Context: an optimization exercise on an open-source flow, tuned for small area, a short achievable clock period and few clock cycles per item. The choices shown serve that exercise and are no tape-out recipe.
Only simulation tests tie the RTL to the original design; equivalence was not proved.
Power figures rest on the tool's default switching activity, not on a simulated workload.

// pe_top
module pe_top
(
    input  logic                  clk_i,
    input  logic                  rst_i,
    input  logic [8+16-1:0] ev_i,
    input  logic                  ev_valid_i,
    output logic                  ev_ready_o,
    output logic [8+16-1:0] pro_o,
    output logic                  pro_valid_o,
    input  logic                  pro_ready_i,
    output logic [16-1:0] paddr_o,
    output logic                  pwrite_o,
    output logic [32-1:0] pwdata_o,
    output logic                  psel_o,
    output logic                  penable_o,
    input  logic [32-1:0] prdata_i,
    input  logic                  pready_i
);
Settings: LEC_CHECK=0, CAP_MARGIN=20, CORE_MARGIN=2, CORE_UTILIZATION=60, CTS_CLUSTER_DIAMETER=70, CTS_CLUSTER_SIZE=25, SETUP_SLACK_MARGIN=5, SLEW_MARGIN=20; clock period 36.0 ns.
run.sh (not shown) runs the stock make flow with config.mk's settings and CLKGATE_MAP_FILE= SYNTH_SCRIPT=/design/flow/synth_recipe.tcl, a recipe that flattens the netlist after the stock synthesis.
The baseline ran to the end with no violations.
Testbench counts at the start, summed over its fixed seeds: cycles 11,728, items 1,200.
Rerun with:
==> flow/flow/run.sh (new file) <==
#!/bin/bash
set -euo pipefail
export SETUP_SLACK_MARGIN=27.7
export BUFFER_PORTS_ARGS="-inputs -outputs -buffer_cell sky130_fd_sc_hd__buf_2"
bash standard.sh > std_flow.log 2>&1
==> flow/standard.sh (new file) <==
#!/bin/bash
# synth_recipe.tcl (not shown) runs the flow's synth.tcl, then flattens the netlist and writes it again
# the make line also repeats each setting of config.mk as NAME=value (left out here)
make -C /OpenROAD-flow-scripts/flow DESIGN_CONFIG=/design/flow/config.mk WORK_HOME=/design/flow/orfs CLKGATE_MAP_FILE= SYNTH_SCRIPT=/design/flow/synth_recipe.tcl "${@:-finish}"
CTS_CLUSTER_DIAMETER = unset   (was 70)
CTS_CLUSTER_SIZE = unset   (was 25)
SETUP_SLACK_MARGIN = unset   (was 5)
removed: flow/run.sh
=>
- routed wire length came out higher slightly
- setup slack gains 1.5 ns
- clock power grows by a quarter to a third
- synthesized area does not change
- cell count is higher by a few percent
- power climbs by a few percent
- fmax is higher by about a fifth
- hold slack is better by 0.0097 ns
- clock-buffer cell count is higher by 19
- design area came out higher slightly


pe_top again, from the RTL that the note above started with.
==> flow/config.mk <==
export PLATFORM = sky130hd
export DESIGN_NAME = pe_top
export DESIGN_NICKNAME = pe_top
export VERILOG_FILES = /design/flow/design.v
export SDC_FILE = /design/flow/constraint.sdc
export NUM_CORES = 4
export LEC_CHECK = 0
export CAP_MARGIN = 20
export CORE_MARGIN = 2
export CORE_UTILIZATION = 60
export SLEW_MARGIN = 20
==> flow/constraint.sdc <==
create_clock -name core_clock -period 36.0 [get_ports {clk_i}]
set_input_delay 7.2000 -clock core_clock [delete_from_list [all_inputs] [get_ports {clk_i}]]
set_output_delay 7.2000 -clock core_clock [all_outputs]
set_load 0.01 [all_outputs]
standard.sh (not shown) runs the stock make flow with config.mk's settings and CLKGATE_MAP_FILE= SYNTH_SCRIPT=/design/flow/synth_recipe.tcl, a recipe that flattens the netlist after the stock synthesis.
==> flow/flow/run.sh <==
#!/bin/bash
set -euo pipefail
export SETUP_SLACK_MARGIN=27.7
bash standard.sh > std_flow.log 2>&1
Testbench counts at the start, summed over its fixed seeds: cycles 11,728, items 1,200.
Then changed:
- CTS_CLUSTER_DIAMETER: unset -> 70
- CTS_CLUSTER_SIZE: unset -> 25
Final cell count shrinks by about 0.6%.
Routed wire length shrinks by about 0.7%.
Worst setup slack is about the same.
Sequential power stays flat.
Hold slack improves by 0.013 ns.
Die area stays the same.
Combinational power stays flat.
Then changed:
==> flow/flow/run.sh (replaced) <==
#!/bin/bash
set -euo pipefail
export SETUP_SLACK_MARGIN=27.7
export BUFFER_PORTS_ARGS="-inputs -outputs -buffer_cell sky130_fd_sc_hd__buf_2"
bash standard.sh > std_flow.log 2>&1
- CORE_UTILIZATION: 60 -> 50
Register-to-register slack is worse by 0.08 ns.
Sequential power stays flat.
Cell area falls by 0.76%.
Clock power came out higher by 8.8%.
Via count goes down by 1.9%.
Power is higher by 2.0%.
Then changed:
- CORE_UTILIZATION: 50 -> 60
After rerunning: Area after synthesis is unchanged. Wire length shrinks by 3.0%. Hold slack loses 0.014 ns. Combinational power came out lower by about 0.6%. Die area drops by 16%.

what the ideal ports hide:
No port has a modelled driver above. Below, the same layouts with a new extraction and two added sets of constraints. Step 1 sets driving cells, clkbuf_16 on the clock port and buf_2 on the other inputs (assumed; they add their load-dependent delay and slew). Step 2 times the ports against the registers' clock, not the clock port: input delays grow and output delays shrink by t, the midpoint of the rising clock arrivals with the driver on. a / b / c = ideal ports / drivers / drivers and shift; a / b = the first two.
run	shift t [ns]	slack for setup (ns)	clock arrival spread, ns	worst register clock-pin slew, ns
the first run of note 1	0.572	26.111 / 26.139 / 25.568	0.039 / 0.039	0.10 / 0.10
the second run of note 1	0.611	27.639 / 27.589 / 27.153	0.015 / 0.015	0.06 / 0.06
the first run of note 2	0.595	27.653 / 27.602 / 27.157	0.025 / 0.025	0.06 / 0.06
the second run of note 2	0.575	27.650 / 27.598 / 27.150	0.025 / 0.025	0.10 / 0.10
the third run of note 2	0.581	27.638 / 27.584 / 27.204	0.032 / 0.032	0.10 / 0.10
the fourth run of note 2	0.557	27.675 / 27.626 / 27.261	0.029 / 0.029	0.10 / 0.10
After both steps setup and hold are still met in every run listed. For the first run of note 1, which loses most, drivers alone change the setup slack by +0.028 ns; drivers and shift together by -0.543 ns.
